This design comes from an exercise in tuning for small area on the open sky130 flow, not from production work. Function was checked by simulation only, so behaviour that the tests miss may differ from the original. Power figures rest on the tool's default switching activity, not on a simulated workload.

==> inputs of quartz <==
==> flow/design.v <==
`timescale 1ns/1ps
module freecell_top (
    input  logic       clock,
    input  logic       arst_n,
    input  logic       cfg_write,
    input  logic [2:0] cfg_cells,
    input  logic       cfg_empty_any,
    input  logic       deal_valid,
    input  logic [2:0] deal_col,
    input  logic [5:0] deal_card,
    input  logic       move_valid,
    input  logic [3:0] move_src,
    input  logic [3:0] move_dst,
    input  logic [3:0] view_loc,
    output logic       move_done,
    output logic       move_ok,
    output logic       win,
    output logic [5:0] view_card,
    output logic [15:0] accepted_count,
    output logic [15:0] rejected_count
);
    localparam int RL = 19;
    function automatic logic [4:0] wp_hit(input logic [5:0] s);
        wp_hit = '0;
        case (s)
            6'd0, 6'd19, 6'd38: wp_hit[0] = 1'b1;
            6'd4, 6'd23:        wp_hit[1] = 1'b1;
            6'd8, 6'd27:        wp_hit[2] = 1'b1;
            6'd12, 6'd31:       wp_hit[3] = 1'b1;
            6'd16, 6'd35:       wp_hit[4] = 1'b1;
            default: ;
        endcase
    endfunction
    function automatic logic red(input logic [1:0] s);
        red = (s == 2'd0) || (s == 2'd3);
    endfunction
    logic [4:0]  ph;
    logic [47:0] Tv;           
    logic [39:0] Dv;           
    logic [7:0]  Ev;           
    logic [5:0]  fcell [4];
    logic [3:0]  home [4];
    logic [1:0]  lim;          
    logic        any;
    logic        m1, m2, ex, d1;
    logic [3:0]  src_q, dst_q;
    logic        cfgok_q;
    logic [5:0]  SC;
    logic        p_need, q_need;
    logic [5:0]  H;
    logic [4:0]  H_wp;         
    logic [2:0]  H_col;
    logic        H_valid, H_wait;
    logic [3:0]  msel;
    logic [5:0]  mcard;
    assign msel = m1 ? src_q : ((m2 || d1) ? dst_q : view_loc);
    always_comb begin
        if (!msel[3])
            mcard = Ev[msel[2:0]] ? 6'd0 : Tv[6*msel[2:0] +: 6];
        else if (!msel[2])
            mcard = fcell[msel[1:0]];
        else if (home[msel[1:0]] != 4'd0)
            mcard = {msel[1:0], home[msel[1:0]]};
        else
            mcard = 6'd0;
    end
    assign view_card = mcard;
    logic       src_sel;
    logic [2:0] xsel;
    logic [4:0] dep_x;
    logic       x_fit, x_ne;
    logic [5:0] posX;
    logic [4:0] xhit;
    logic       xalign;
    logic       ralign, rtap;
    assign src_sel = m1 || (ex && !p_need);
    assign xsel    = deal_valid ? deal_col : (src_sel ? src_q[2:0] : dst_q[2:0]);
    assign dep_x   = Dv[5*xsel +: 5];
    assign x_fit   = dep_x != 5'd20;
    assign x_ne    = dep_x != 5'd0;
    assign posX    = {1'b0, dep_x} + {1'b0, ph};
    assign xhit    = wp_hit(posX);
    assign xalign  = |xhit;
    assign ralign  = (posX == 6'd2) || (posX == 6'd21) || (posX == 6'd12) || (posX == 6'd31);
    assign rtap    = (posX == 6'd12) || (posX == 6'd31);
    logic legal;
    always_comb begin
        legal = 1'b0;
        if (!win && src_q[3:2] != 2'b11 && SC[3:0] != 4'd0 && src_q != dst_q) begin
            if (dst_q[3:2] == 2'b10)
                legal = (mcard[3:0] == 4'd0) && cfgok_q;
            else if (dst_q[3:2] == 2'b11)
                legal = (SC[5:4] == dst_q[1:0]) && (SC[3:0] == 4'(mcard[3:0] + 4'd1));
            else if (mcard[3:0] != 4'd0)
                legal = (red(SC[5:4]) != red(mcard[5:4]))
                     && (4'(SC[3:0] + 4'd1) == mcard[3:0]) && x_fit;
            else
                legal = cfgok_q || (SC[3:0] == 4'd13);
        end
    end
    logic wn2;                  
    logic w_need, r_need;
    logic p_fire, q_fire;
    logic dir_act;
    logic [5:0] tapbus, TB;
    logic [47:0] tap0v, tap10v;
    assign w_need  = !dst_q[3] && x_ne;
    assign r_need  = !src_q[3] && (dep_x >= 5'd2);
    assign wn2     = w_need;
    assign p_fire  = (m2 && legal && (!wn2 || xalign))
                  || (ex && p_need && (!w_need || xalign));
    assign q_fire  = ex && !p_need && q_need && (!r_need || ralign);
    assign dir_act = ((deal_valid || d1) && x_fit && x_ne)
                  || (m2 && legal && wn2)
                  || (ex && p_need && w_need);
    assign tapbus = rtap ? tap10v[6*src_q[2:0] +: 6] : tap0v[6*src_q[2:0] +: 6];
    assign TB     = q_fire ? tapbus : SC;
    logic [4:0] DB;
    assign DB     = q_fire ? 5'(dep_x - 5'd1) : 5'(dep_x + 5'd1);
    for (genvar c = 0; c < 8; c++) begin : g_col
        logic [6*RL-1:0] r;
        logic [5:0] t;
        logic [4:0] dep;
        logic       inc, dec;
        logic       hs;
        logic [5:0] wd;
        logic [4:0] wen;
        assign inc = (p_fire && !dst_q[3] && dst_q[2:0] == 3'(c))
                  || (d1 && x_fit && dst_q[2:0] == 3'(c));
        assign dec = q_fire && !src_q[3] && src_q[2:0] == 3'(c);
        always_ff @(posedge clock or negedge arst_n) begin
            if (!arst_n)
                dep <= 5'd0;
            else if (inc || dec)
                dep <= DB;
        end
        always_ff @(posedge clock) begin
            if (inc || dec) t <= TB;
        end
        assign hs  = H_valid && !H_wait && H_col == 3'(c);
        assign wd  = hs ? H : t;
        assign wen = ({5{dir_act && xsel == 3'(c)}} & xhit) | ({5{hs}} & H_wp);
        always_ff @(posedge clock) begin
            for (int k = 0; k < RL; k++) begin
                if (k % 4 == 0 && wen[k / 4])
                    r[6*k +: 6] <= wd;
                else
                    r[6*k +: 6] <= r[6*((k + RL - 1) % RL) +: 6];
            end
        end
        assign Tv[6*c +: 6]     = t;
        assign Dv[5*c +: 5]     = dep;
        assign Ev[c]            = dep == 5'd0;
        assign tap0v[6*c +: 6]  = r[0 +: 6];
        assign tap10v[6*c +: 6] = r[60 +: 6];
    end
    logic all_kings;
    assign all_kings = (home[0] == 4'd13) && (home[1] == 4'd13)
                    && (home[2] == 4'd13) && (home[3] == 4'd13);
    logic [4:0] hit1, hit2;
    assign hit1 = wp_hit(6'(posX + 6'd1));
    assign hit2 = wp_hit(6'(posX + 6'd2));
    always_ff @(posedge clock or negedge arst_n) begin
        if (!arst_n) begin
            ph        <= 5'd0;
            m1        <= 1'b0;
            m2        <= 1'b0;
            ex        <= 1'b0;
            d1        <= 1'b0;
            p_need    <= 1'b0;
            q_need    <= 1'b0;
            H_valid   <= 1'b0;
            move_done <= 1'b0;
            move_ok   <= 1'b0;
            win       <= 1'b0;
            lim       <= 2'd3;
            any       <= 1'b1;
            for (int i = 0; i < 4; i++) begin
                fcell[i] <= 6'd0;
                home[i]  <= 4'd0;
            end
        end else begin
            ph <= (ph == 5'd18) ? 5'd0 : ph + 5'd1;
            if (cfg_write) begin
                lim <= (cfg_cells == 3'd0) ? 2'd0 : (cfg_cells >= 3'd4) ? 2'd3 : 2'(cfg_cells - 3'd1);
                any <= cfg_empty_any;
            end
            m1 <= move_valid;
            m2 <= m1;
            d1 <= deal_valid;
            move_done <= 1'b0;
            move_ok   <= 1'b0;
            win       <= win || all_kings;
            if (d1 && x_fit && x_ne && !xalign && (hit1 != 5'd0 || hit2 != 5'd0))
                H_valid <= 1'b1;
            else if (!H_wait)
                H_valid <= 1'b0;
            if (m2) begin
                if (legal) begin
                    ex     <= 1'b1;
                    p_need <= !p_fire;
                    q_need <= 1'b1;
                end else
                    move_done <= 1'b1;
            end
            if (ex) begin
                if (p_fire) p_need <= 1'b0;
                if (q_fire) begin
                    q_need    <= 1'b0;
                    ex        <= 1'b0;
                    move_done <= 1'b1;
                    move_ok   <= 1'b1;
                end
            end
            if (q_fire && src_q[3:2] == 2'b10)
                fcell[src_q[1:0]] <= 6'd0;
            if (p_fire && dst_q[3:2] == 2'b10)
                fcell[dst_q[1:0]] <= SC;
            if (p_fire && dst_q[3:2] == 2'b11)
                home[dst_q[1:0]] <= SC[3:0];
        end
    end
    always_ff @(posedge clock) begin
        if (move_valid) begin
            src_q   <= move_src;
            dst_q   <= move_dst;
            cfgok_q <= move_dst[3] ? (move_dst[1:0] <= lim) : any;
        end else if (deal_valid)
            dst_q <= {1'b0, deal_col};
        if (deal_valid)
            SC <= deal_card;
        else if (m1)
            SC <= mcard;
        if (d1) begin
            H      <= mcard;
            H_col  <= dst_q[2:0];
            H_wait <= hit1 == 5'd0;
            H_wp   <= (hit1 != 5'd0) ? hit1 : hit2;
        end else
            H_wait <= 1'b0;
    end
    always_ff @(posedge clock or negedge arst_n) begin
        if (!arst_n) begin
            accepted_count <= 16'd0;
            rejected_count <= 16'd0;
        end else if (move_done) begin
            if (move_ok)
                accepted_count <= accepted_count + 16'd1;
            else
                rejected_count <= rejected_count + 16'd1;
        end
    end
endmodule
==> flow/flow/run.sh <==
#!/bin/bash
# The standard layout flow (standard.sh) with three changes:
#  - synthesis: the standard script (synth_recipe.tcl) unchanged except that
#    ABC maps with an area-oriented script (flow/area.abc); registers and
#    their names are the standard synthesis's
#  - clock tree: larger sink clusters with clkbuf_8 and no dummy loads
#  - port buffers: the smallest buffer cell instead of the default
# ORFS writes each step's full log under orfs/logs; the output of the make
# run and of this script goes to flow.log.
set -euo pipefail
W=$PWD
sed "s#SYNTH_SCRIPT=[^ ]*#SYNTH_SCRIPT=$W/flow/area_synth.tcl#" standard.sh > area_standard.sh
grep -q "SYNTH_SCRIPT=$W/flow/area_synth.tcl" area_standard.sh
export MY_ABC_SCRIPT=$W/flow/area.abc
export CTS_ARGS="-sink_clustering_enable -repair_clock_nets -dont_use_dummy_load -buf_list sky130_fd_sc_hd__clkbuf_8 -sink_clustering_size 16 -sink_clustering_max_diameter 50"
export BUFFER_PORTS_ARGS="-buffer_cell sky130_fd_sc_hd__buf_1"
bash area_standard.sh > flow.log 2>&1
==> flow/flow/area.abc <==
strash
dc2
&get -n
&st
&dch -f
&nf -R 1000
&put
topo
dnsize -c
==> flow/flow/area_synth.tcl <==
proc synth {args} { yosys synth -nofsm -noshare {*}$args }
proc abc {args} {
  set i [lsearch -exact $args -script]
  if { $i >= 0 && [info exists ::env(MY_ABC_SCRIPT)] } { lset args [expr {$i + 1}] $::env(MY_ABC_SCRIPT) }
  yosys abc {*}$args
}
source $::env(SCRIPTS_DIR)/synth.tcl
# left out here: clear keep_hierarchy, flatten, clean up, hide names made inside functions, write 1_2_yosys.v
==> flow/standard.sh <==
#!/bin/bash
# synth_recipe.tcl (not shown) runs the flow's synth.tcl, then flattens the netlist and writes it again
# the make line also repeats each setting of config.mk as NAME=value (left out here)
make -C /OpenROAD-flow-scripts/flow DESIGN_CONFIG=/design/flow/config.mk WORK_HOME=/design/flow/orfs CLKGATE_MAP_FILE= SYNTH_SCRIPT=/design/flow/synth_recipe.tcl "${@:-finish}"
==> flow/config.mk <==
export PLATFORM = sky130hd
export DESIGN_NAME = freecell_top
export DESIGN_NICKNAME = freecell_top
export VERILOG_FILES = /design/flow/design.v
export SDC_FILE = /design/flow/constraint.sdc
export NUM_CORES = 4
export LEC_CHECK = 0
export ABC_AREA = 1
export CAP_MARGIN = 20
export CORE_MARGIN = 2
export CORE_UTILIZATION = 65
export PLACE_DENSITY = 0.75
export SLEW_MARGIN = 20
==> flow/constraint.sdc <==
create_clock -name core_clock -period 10.0 [get_ports {clock}]
set_input_delay 2.0000 -clock core_clock [delete_from_list [all_inputs] [get_ports {clock}]]
set_output_delay 2.0000 -clock core_clock [all_outputs]
set_load 0.01 [all_outputs]
==> inputs of harbor, as changes to quartz <==
--- a/flow/design.v
+++ b/flow/design.v
@@ -48,3 +48,3 @@
     logic [5:0]  SC;
-    logic        p_need, q_need;
+    logic        p_need, q_need, w_need, r_need;
     logic [5:0]  H;
@@ -101,3 +101,2 @@
     logic wn2;                  
-    logic w_need, r_need;
     logic p_fire, q_fire;
@@ -106,5 +105,3 @@
     logic [47:0] tap0v, tap10v;
-    assign w_need  = !dst_q[3] && x_ne;
-    assign r_need  = !src_q[3] && (dep_x >= 5'd2);
-    assign wn2     = w_need;
+    assign wn2     = !dst_q[3] && (mcard[3:0] != 4'd0);
     assign p_fire  = (m2 && legal && (!wn2 || xalign))
@@ -233,2 +230,6 @@
             SC <= mcard;
+        if (m1)
+            r_need <= !src_q[3] && (dep_x >= 5'd2);
+        if (m2)
+            w_need <= wn2;
         if (d1) begin
==> flow/run.sh (new file) <==
#!/bin/bash
# synth_recipe.tcl (not shown) runs the flow's synth.tcl, then flattens the netlist and writes it again
# the make line also repeats each setting of config.mk as NAME=value (left out here)
make -C /OpenROAD-flow-scripts/flow DESIGN_CONFIG=/design/flow/config.mk WORK_HOME=/design/flow/orfs CLKGATE_MAP_FILE= SYNTH_SCRIPT=/design/flow/synth_recipe.tcl finish
Settings changed: CORE_UTILIZATION 65 to 40, CTS_BUF_LIST from default to sky130_fd_sc_hd__clkbuf_4, PLACE_DENSITY 0.75 to default.
removed: flow/flow/run.sh
removed: flow/flow/area.abc
removed: flow/flow/area_synth.tcl
removed: flow/standard.sh
==> inputs of delta, as changes to quartz <==
--- a/flow/design.v
+++ b/flow/design.v
@@ -85,2 +85,9 @@
     assign rtap    = (posX == 6'd12) || (posX == 6'd31);
+    logic       to_home;
+    logic [3:0] r_lo, r_hi;
+    logic       rank_step;
+    assign to_home   = dst_q[3:2] == 2'b11;
+    assign r_lo      = to_home ? mcard[3:0] : SC[3:0];
+    assign r_hi      = to_home ? SC[3:0] : mcard[3:0];
+    assign rank_step = 4'(r_lo + 4'd1) == r_hi;
     logic legal;
@@ -91,7 +98,6 @@
                 legal = (mcard[3:0] == 4'd0) && cfgok_q;
-            else if (dst_q[3:2] == 2'b11)
-                legal = (SC[5:4] == dst_q[1:0]) && (SC[3:0] == 4'(mcard[3:0] + 4'd1));
+            else if (to_home)
+                legal = (SC[5:4] == dst_q[1:0]) && rank_step;
             else if (mcard[3:0] != 4'd0)
-                legal = (red(SC[5:4]) != red(mcard[5:4]))
-                     && (4'(SC[3:0] + 4'd1) == mcard[3:0]) && x_fit;
+                legal = (red(SC[5:4]) != red(mcard[5:4])) && rank_step && x_fit;
             else
--- a/flow/flow/run.sh
+++ b/flow/flow/run.sh
@@ -14,3 +14,3 @@
 export MY_ABC_SCRIPT=$W/flow/area.abc
-export CTS_ARGS="-sink_clustering_enable -repair_clock_nets -dont_use_dummy_load -buf_list sky130_fd_sc_hd__clkbuf_8 -sink_clustering_size 16 -sink_clustering_max_diameter 50"
+export CTS_ARGS="-sink_clustering_enable -repair_clock_nets -dont_use_dummy_load -buf_list sky130_fd_sc_hd__clkbuf_8 -sink_clustering_size 14 -sink_clustering_max_diameter 45"
 export BUFFER_PORTS_ARGS="-buffer_cell sky130_fd_sc_hd__buf_1"
Settings changed: CAP_MARGIN 20 to 5, CORE_UTILIZATION 65 to 70, GPL_TIMING_DRIVEN from default to 0, PLACE_DENSITY 0.75 to 0.8, SETUP_SLACK_MARGIN from default to 0.3, SLEW_MARGIN 20 to 5.
==> run summary <==
multi-input gate share of total cell area 25.5%; total wire length 92100 um; count leader, synth nand2_1; hold_ws 278 ps; final-layout clock buffer total approximately 390; status no timing/DRC/antenna violations; Critical Path RT around 11000 ps; minimum clock period around 7700 ps
-- figures above: harbor

==> run summary <==
status no timing/DRC/antenna violations; multi-input gate share of total cell area 22.7%; total wire length 73800 um; Seq pwr share about 63%; final-layout clock buffer total 84; Post-Synthesis Cells between 2000 and 3000; minimum clock period slightly below 9000 ps; Critical Path RT approximately 11000 ps; hold_ws between 200 and 300 ps
-- figures above: quartz

==> run summary <==
Initial Util 71.3%; synth unique cells 52; TritonCTS clock tree built; Sequential cell area about 0.024 mm2; final-layout clock buffer total 97; area of the multi-input gates 0.00781 mm2; status no timing/DRC/antenna violations; multi-input gate share of total cell area between 20% and 30%; total wire length 71400 um; Critical Path RT 10270 ps; hold_ws about 300 ps
-- figures above: delta

## static timing again, ports no longer ideal
How much do the figures lean on ideal ports? The routed layouts below were timed once more, with nothing changed but the port constraints.
Step 1: set_driving_cell puts a clkbuf_16 on clock and a buf_2 on each other input, an assumption about the parent block.
Step 2 adds t to the input delays and takes it off the output delays; t is the mean of the earliest and latest rising clock arrival at the registers after step 1. Input paths then give back, and output paths get back, about the clock's delay inside the block.
Three values: no drivers, after step 1, after step 2; two values: the first two.
| run | shift t [ns] | slack for setup (ns) | cell pins on the clock port's net |
|---|---|---|---|
| quartz | 0.736 | 1.355 / 1.393 / 0.657 | 1 |
| harbor | 1.158 | 2.257 / 2.297 / 1.139 | 1 |
| delta | 0.723 | 0.801 / 0.833 / 0.110 | 1 |
After both steps every run listed still meets setup and hold. For harbor, which loses most, drivers alone change the setup slack by +0.040 ns; drivers and shift together by -1.118 ns.
